Source: an optimization exercise on an open RTL-to-GDS flow (aim: small area). Production flows keep margins and buffers that such runs may drop.
The RTL was checked by simulation tests, not by an equivalence proof against the original design.
Power is estimated from default activity; no workload was simulated.

==> run a: inputs <==
Design bypass_regfile_sb, start of the top module:
module bypass_regfile_sb #(
    parameter int DATA_W   = 32,
    parameter int ADDR_W   = 5,
    parameter int NUM_RD   = 2,
    parameter int ZERO_REG = 1,
    parameter int BYPASS   = 1
) (
    input  logic                     clk,
    input  logic                     reset,
    input  logic                     we,
    input  logic [ADDR_W-1:0]        waddr,
    input  logic [DATA_W-1:0]        wdata,
    input  logic [NUM_RD*ADDR_W-1:0] raddr,
    input  logic [NUM_RD-1:0]        rd_en,
    output logic [NUM_RD*DATA_W-1:0] rdata,
    input  logic                     pend_set,
    input  logic [ADDR_W-1:0]        pend_addr,
    input  logic                     pend_flush,
    output logic [NUM_RD-1:0]        busy,
    output logic                     stall,
    output logic [ADDR_W:0]          pend_cnt
);
    localparam int DEPTH = 1 << ADDR_W;
    logic [DEPTH-1:0][DATA_W-1:0] regs_q;
    logic [DEPTH-1:0][DATA_W-1:0] regs_d;
    logic [DEPTH-1:0]  pend_q, pend_d;
    logic [ADDR_W:0]   pend_cnt_q, pend_cnt_d;
    logic write_ok;
  ...
==> module bypass_regfile_sb, before the edit <==
module bypass_regfile_sb #(
    parameter int DATA_W   = 32,
    parameter int ADDR_W   = 5,
    parameter int NUM_RD   = 2,
    parameter int ZERO_REG = 1,
    parameter int BYPASS   = 1
) (
    input  logic                     clk,
    input  logic                     reset,
    input  logic                     we,
    input  logic [ADDR_W-1:0]        waddr,
    input  logic [DATA_W-1:0]        wdata,
    input  logic [NUM_RD*ADDR_W-1:0] raddr,
    input  logic [NUM_RD-1:0]        rd_en,
    output logic [NUM_RD*DATA_W-1:0] rdata,
    input  logic                     pend_set,
    input  logic [ADDR_W-1:0]        pend_addr,
    input  logic                     pend_flush,
    output logic [NUM_RD-1:0]        busy,
    output logic                     stall,
    output logic [ADDR_W:0]          pend_cnt
);
    localparam int DEPTH = 1 << ADDR_W;
    logic [DEPTH-1:0][DATA_W-1:0] regs_q;
    logic [DEPTH-1:0][DATA_W-1:0] regs_d;
    logic [DEPTH-1:0]  pend_q, pend_d;
    logic [ADDR_W:0]   pend_cnt_q, pend_cnt_d;
    logic write_ok;
    assign write_ok = we && !((ZERO_REG != 0) && (waddr == '0));
    always_comb begin
        regs_d = regs_q;
        if (write_ok) begin
            regs_d[waddr] = wdata;
        end
    end
    always_comb begin
        pend_d     = pend_q;
        pend_cnt_d = '0;
        for (int a = 0; a < DEPTH; a++) begin
            if (pend_flush) begin
                pend_d[a] = 1'b0;
            end else if (we && (waddr == ADDR_W'(a))) begin
                pend_d[a] = 1'b0;
            end
            if (pend_set && (pend_addr == ADDR_W'(a))) begin
                pend_d[a] = 1'b1;
            end
        end
        if (ZERO_REG != 0) begin
            pend_d[0] = 1'b0;
        end
        for (int a = 0; a < DEPTH; a++) begin
            pend_cnt_d = pend_cnt_d + {{ADDR_W{1'b0}}, pend_d[a]};
        end
    end
    always_ff @(posedge clk) begin
        if (reset) begin
            regs_q     <= '0;
            pend_q     <= '0;
            pend_cnt_q <= '0;
        end else begin
            regs_q     <= regs_d;
            pend_q     <= pend_d;
            pend_cnt_q <= pend_cnt_d;
        end
    end
    for (genvar i = 0; i < NUM_RD; i++) begin : g_rd
        logic [ADDR_W-1:0] ra;
        logic              byp;
        logic [DATA_W-1:0] rd;
        assign ra  = raddr[i*ADDR_W +: ADDR_W];
        assign byp = (BYPASS != 0) && we && (waddr == ra);
        always_comb begin
            if ((ZERO_REG != 0) && (ra == '0)) begin
                rd = '0;
            end else if (byp) begin
                rd = wdata;
            end else begin
                rd = regs_q[ra];
            end
        end
        assign rdata[i*DATA_W +: DATA_W] = rd;
        assign busy[i] = pend_q[ra] & ~byp;
    end
    assign stall    = |(busy & rd_en);
    assign pend_cnt = pend_cnt_q;
endmodule
==> flow/config.mk <==
export PLATFORM = sky130hd
export DESIGN_NAME = bypass_regfile_sb
export DESIGN_NICKNAME = bypass_regfile_sb
export VERILOG_FILES = /design/flow/design.v
export SDC_FILE = /design/flow/constraint.sdc
export NUM_CORES = 4
export LEC_CHECK = 0
export CAP_MARGIN = 20
export CORE_MARGIN = 2
export CORE_UTILIZATION = 40
export SLEW_MARGIN = 20
==> flow/constraint.sdc <==
create_clock -name core_clock -period 7.5 [get_ports {clk}]
set_input_delay 1.5000 -clock core_clock [delete_from_list [all_inputs] [get_ports {clk}]]
set_output_delay 1.5000 -clock core_clock [all_outputs]
set_load 0.01 [all_outputs]
run.sh (not shown) runs the stock make flow with config.mk's settings and CLKGATE_MAP_FILE= SYNTH_SCRIPT=/design/flow/synth_recipe.tcl, a recipe that flattens the netlist after the stock synthesis.
==> run b: changes against run a <==
==> flow/design.v (replaced) <==
module brf_ao22 (
    input  logic a1, a2, b1, b2,
    output logic y
);
    assign y = (a1 & a2) | (b1 & b2);
endmodule
module brf_aoi222 (
    input  logic a1, a2, b1, b2, c1, c2,
    output logic y
);
    assign y = ~((a1 & a2) | (b1 & b2) | (c1 & c2));
endmodule
module brf_ao2111 (
    input  logic a1, a2, b, c, d,
    output logic y
);
    assign y = (a1 & a2) | b | c | d;
endmodule
module brf_nand4 (
    input  logic [3:0] a,
    output logic       y
);
    assign y = ~&a;
endmodule
module brf_nand3 (
    input  logic [2:0] a,
    output logic       y
);
    assign y = ~&a;
endmodule
module brf_nand2 (
    input  logic [1:0] a,
    output logic       y
);
    assign y = ~&a;
endmodule
module brf_rdbit (
    input  logic [31:1] d,
    input  logic [31:1] s,
    input  logic        bd,
    input  logic        bs,
    output logic        y
);
    logic [10:0] n;
    for (genvar k = 0; k < 10; k++) begin : g_a
        brf_aoi222 u (
            .a1(d[3*k+1]), .a2(s[3*k+1]),
            .b1(d[3*k+2]), .b2(s[3*k+2]),
            .c1(d[3*k+3]), .c2(s[3*k+3]),
            .y (n[k])
        );
    end
    brf_nand2 u_b (.a({d[31], s[31]}), .y(n[10]));
    logic [2:0] o;
    brf_nand4 u_n0 (.a(n[3:0]),  .y(o[0]));
    brf_nand4 u_n1 (.a(n[7:4]),  .y(o[1]));
    brf_nand3 u_n2 (.a(n[10:8]), .y(o[2]));
    brf_ao2111 u_o (.a1(bd), .a2(bs), .b(o[0]), .c(o[1]), .d(o[2]), .y(y));
endmodule
module bypass_regfile_sb #(
    parameter int DATA_W   = 32,
    parameter int ADDR_W   = 5,
    parameter int NUM_RD   = 2,
    parameter int ZERO_REG = 1,
    parameter int BYPASS   = 1
) (
    input  logic                     clk,
    input  logic                     reset,
    input  logic                     we,
    input  logic [ADDR_W-1:0]        waddr,
    input  logic [DATA_W-1:0]        wdata,
    input  logic [NUM_RD*ADDR_W-1:0] raddr,
    input  logic [NUM_RD-1:0]        rd_en,
    output logic [NUM_RD*DATA_W-1:0] rdata,
    input  logic                     pend_set,
    input  logic [ADDR_W-1:0]        pend_addr,
    input  logic                     pend_flush,
    output logic [NUM_RD-1:0]        busy,
    output logic                     stall,
    output logic [ADDR_W:0]          pend_cnt
);
    localparam int DEPTH = 32;
    logic [DEPTH-1:1] wen, pset;
    for (genvar r = 1; r < DEPTH; r++) begin : g_dec
        assign wen[r]  = we && (waddr == 5'(r));
        assign pset[r] = pend_set && (pend_addr == 5'(r));
    end
    logic [DATA_W-1:0] wd_in;
    assign wd_in = wdata & {DATA_W{~reset}};
    logic [DEPTH-1:1] ld, hold;
    assign ld   = wen | {(DEPTH-1){reset}};
    assign hold = ~ld;
    logic [DEPTH-1:1][DATA_W-1:0] regs_q, regs_d;
    for (genvar r = 1; r < DEPTH; r++) begin : g_row
        for (genvar b = 0; b < DATA_W; b++) begin : g_bit
            brf_ao22 u_st (
                .a1(ld[r]),   .a2(wd_in[b]),
                .b1(hold[r]), .b2(regs_q[r][b]),
                .y (regs_d[r][b])
            );
        end
    end
    always_ff @(posedge clk) begin
        regs_q <= regs_d;
    end
    logic [DEPTH-1:1] pend_q, pend_d;
    assign pend_d = pset | (pend_q & ~wen & {(DEPTH-1){~pend_flush}});
    always_ff @(posedge clk) begin
        if (reset) pend_q <= '0;
        else       pend_q <= pend_d;
    end
    logic        inc, dec;
    logic [4:0]  cnt_q, cnt_d;
    assign inc = |(pend_d & ~pend_q);
    assign dec = |(pend_q & ~pend_d);
    always_comb begin
        if (pend_flush)       cnt_d = 5'(|pset);
        else if (inc && !dec) cnt_d = cnt_q + 1'b1;
        else if (dec && !inc) cnt_d = cnt_q - 1'b1;
        else                  cnt_d = cnt_q;
    end
    always_ff @(posedge clk) begin
        if (reset) cnt_q <= '0;
        else       cnt_q <= cnt_d;
    end
    assign pend_cnt = {1'b0, cnt_q};
    for (genvar i = 0; i < NUM_RD; i++) begin : g_rd
        logic [ADDR_W-1:0] ra;
        logic [DEPTH-1:1]  hit, sel;
        logic              byp;
        assign ra = raddr[i*ADDR_W +: ADDR_W];
        for (genvar r = 1; r < DEPTH; r++) begin : g_sel
            assign hit[r] = (ra == 5'(r));
        end
        assign sel = hit & ~wen;
        assign byp = |(hit & wen);
        for (genvar b = 0; b < DATA_W; b++) begin : g_bit
            logic [DEPTH-1:1] col;
            for (genvar r = 1; r < DEPTH; r++) begin : g_c
                assign col[r] = regs_q[r][b];
            end
            brf_rdbit u_rd (
                .d(col), .s(sel), .bd(wdata[b]), .bs(byp),
                .y(rdata[i*DATA_W + b])
            );
        end
        assign busy[i] = |(sel & pend_q);
    end
    assign stall = |(busy & rd_en);
endmodule
==> flow/flow/run.sh (new file) <==
#!/bin/bash
# Own layout flow: the standard ORFS flow (standard.sh, unchanged synthesis),
# with two changes passed to ORFS through its own variables:
#   * port buffers use the smallest buffer cell instead of ORFS's default pick;
#   * clock tree synthesis runs without dummy loads, with small clock buffers.
# Each tool's full log stays under orfs/logs/ in this folder; make's own output
# goes to flow_make.log.
set -euo pipefail
export BUFFER_PORTS_ARGS="-buffer_cell sky130_fd_sc_hd__buf_1"
export CTS_ARGS="-sink_clustering_enable -repair_clock_nets -dont_use_dummy_load -buf_list {sky130_fd_sc_hd__clkbuf_4 sky130_fd_sc_hd__clkbuf_8 sky130_fd_sc_hd__clkbuf_16} -sink_clustering_size 30 -sink_clustering_max_diameter 60"
bash standard.sh > flow_make.log 2>&1
==> flow/standard.sh (new file) <==
#!/bin/bash
# synth_recipe.tcl (not shown) runs the flow's synth.tcl, then flattens the netlist and writes it again
# the make line also repeats each setting of config.mk as NAME=value (left out here)
make -C /OpenROAD-flow-scripts/flow DESIGN_CONFIG=/design/flow/config.mk WORK_HOME=/design/flow/orfs CLKGATE_MAP_FILE= SYNTH_SCRIPT=/design/flow/synth_recipe.tcl "${@:-finish}"
Settings changed: CORE_UTILIZATION 40 to 60, SYNTH_HIERARCHICAL set to 1, SYNTH_MINIMUM_KEEP_SIZE set to 0.
removed: flow/run.sh
==> run c: changes against run a <==
==> flow/design.v (replaced) <==
module bypass_regfile_sb #(
    parameter int DATA_W   = 32,
    parameter int ADDR_W   = 5,
    parameter int NUM_RD   = 2,
    parameter int ZERO_REG = 1,
    parameter int BYPASS   = 1
) (
    input  logic                     clk,
    input  logic                     reset,
    input  logic                     we,
    input  logic [ADDR_W-1:0]        waddr,
    input  logic [DATA_W-1:0]        wdata,
    input  logic [NUM_RD*ADDR_W-1:0] raddr,
    input  logic [NUM_RD-1:0]        rd_en,
    output logic [NUM_RD*DATA_W-1:0] rdata,
    input  logic                     pend_set,
    input  logic [ADDR_W-1:0]        pend_addr,
    input  logic                     pend_flush,
    output logic [NUM_RD-1:0]        busy,
    output logic                     stall,
    output logic [ADDR_W:0]          pend_cnt
);
    localparam int DEPTH = 1 << ADDR_W;
    logic [DEPTH-1:1] wen, pset;
    for (genvar r = 1; r < DEPTH; r++) begin : g_dec
        assign wen[r]  = we && (waddr == ADDR_W'(r));
        assign pset[r] = pend_set && (pend_addr == ADDR_W'(r));
    end
    logic [DATA_W-1:0] wd_in;
    assign wd_in = wdata & {DATA_W{~reset}};
    logic [DEPTH-1:1][DATA_W-1:0] regs_q;
    for (genvar r = 1; r < DEPTH; r++) begin : g_row
        always_ff @(posedge clk) begin
            if (wen[r] || reset) regs_q[r] <= wd_in;
        end
    end
    logic [DEPTH-1:1] pend_q, pend_d;
    assign pend_d = pset | (pend_q & ~wen & {(DEPTH-1){~pend_flush}});
    always_ff @(posedge clk) begin
        if (reset) pend_q <= '0;
        else       pend_q <= pend_d;
    end
    logic           inc, dec;
    logic [ADDR_W-1:0] cnt_q, cnt_d;
    assign inc = |(pend_d & ~pend_q);
    assign dec = |(pend_q & ~pend_d);
    always_comb begin
        if (pend_flush)      cnt_d = ADDR_W'(|pset);
        else if (inc && !dec) cnt_d = cnt_q + 1'b1;
        else if (dec && !inc) cnt_d = cnt_q - 1'b1;
        else                  cnt_d = cnt_q;
    end
    always_ff @(posedge clk) begin
        if (reset) cnt_q <= '0;
        else       cnt_q <= cnt_d;
    end
    assign pend_cnt = {1'b0, cnt_q};
    for (genvar i = 0; i < NUM_RD; i++) begin : g_rd
        logic [ADDR_W-1:0] ra;
        logic [DEPTH-1:1]  hit, sel;
        logic              byp;
        logic [DATA_W-1:0] rd;
        logic              pb;
        assign ra = raddr[i*ADDR_W +: ADDR_W];
        for (genvar r = 1; r < DEPTH; r++) begin : g_sel
            assign hit[r] = (ra == ADDR_W'(r));
        end
        assign sel = hit & ~wen;
        assign byp = |(hit & wen);
        always_comb begin
            rd = {DATA_W{byp}} & wdata;
            pb = 1'b0;
            for (int r = 1; r < DEPTH; r++) begin
                rd = rd | ({DATA_W{sel[r]}} & regs_q[r]);
                pb = pb | (sel[r] & pend_q[r]);
            end
        end
        assign rdata[i*DATA_W +: DATA_W] = rd;
        assign busy[i] = pb;
    end
    assign stall = |(busy & rd_en);
endmodule
==> notes <==
- Sequential share of layout area: run a < run b < run c.
- Utilization, lowest first: run a, run c, run b.
- Total power: run b < run a < run c.
- The highest die area belongs to run a, the lowest to run b.
- Synthesized area: run b < run c < run a.
- Of run a and run c, run a has the higher sequential cell count (gap 33).
- Critical path depth, lowest first: run b, run c, run a.
==> figures <==
Dominant kind of cell: run b multi-input gates; run a multi-input gates; run c sequential cells
Final std cells w/o fill: run b 4,971; run a 8,121; run c 4,856
Inverter count: run b 37; run a 64; run c 5
Worst Slack Setup Final: run b 550 ps; run a 674 ps; run c 249 ps
Slew of the pin with the lowest slew margin: run b 1260 ps; run a 1220 ps; run c 1230 ps
Destination of the critical timing path: run b rdata[3]; run a pend_cnt_q[4]; run c rdata[34]
Power of the combinational group: run b 1.65 mW; run a 1.63 mW; run c 1.37 mW
Launch point of the critical path: run b waddr[3]; run a waddr[0]; run c we
Upper clock frequency limit: run b 144 MHz; run a 147 MHz; run c 138 MHz
Cell with the most instances after synthesis: run b sky130_fd_sc_hd__dfxtp_1; run a sky130_fd_sc_hd__dfxtp_1; run c sky130_fd_sc_hd__edfxtp_1
CP endpoint kind: run b output port; run a flop; run c output port
FF-to-FF setup slack: run b 4030 ps; run a 2290 ps; run c 3610 ps
Compound-gate portion of the synthesized area: run b 41.4%; run a 14.8%; run c 22.9%
Status: run b complete, no violations; run a complete, no violations; run c complete, no violations
Final critical-path share of the clock period: run b 92.7%; run a 91.0%; run c 96.7%
Nets in the synthesized netlist: run b 3,801; run a 6,386; run c 3,135

==> static timing again, ports no longer ideal <==
How much do the figures lean on ideal ports? The routed layouts below were timed once more, with nothing changed but the port constraints.
Step 1: set_driving_cell puts a clkbuf_16 on clk and a buf_2 on each other input, an assumption about the parent block.
Step 2 moves the port delays by t, midway between the first and last clock arrival at a register: inputs arrive t later, outputs are due t later. That takes back most of the time a late clock gives input paths.
Three values: no drivers, after step 1, after step 2; two values: the first two.
run	t (ns)	setup WS [ns]	worst register clock-pin slew, ns	pins driven straight from the clock port
run a	0.824	0.674 / 0.727 / -0.097	0.07 / 0.07	1
run b	0.696	0.550 / 0.518 / 0.518	0.11 / 0.11	1
run c	0.806	0.249 / 0.221 / 0.221	0.07 / 0.07	1
Met with ideal ports but missed after step 2: setup timing in run a. The setup slack of run a, which loses most, moves by +0.053 ns with the drivers and by -0.771 ns with both steps.
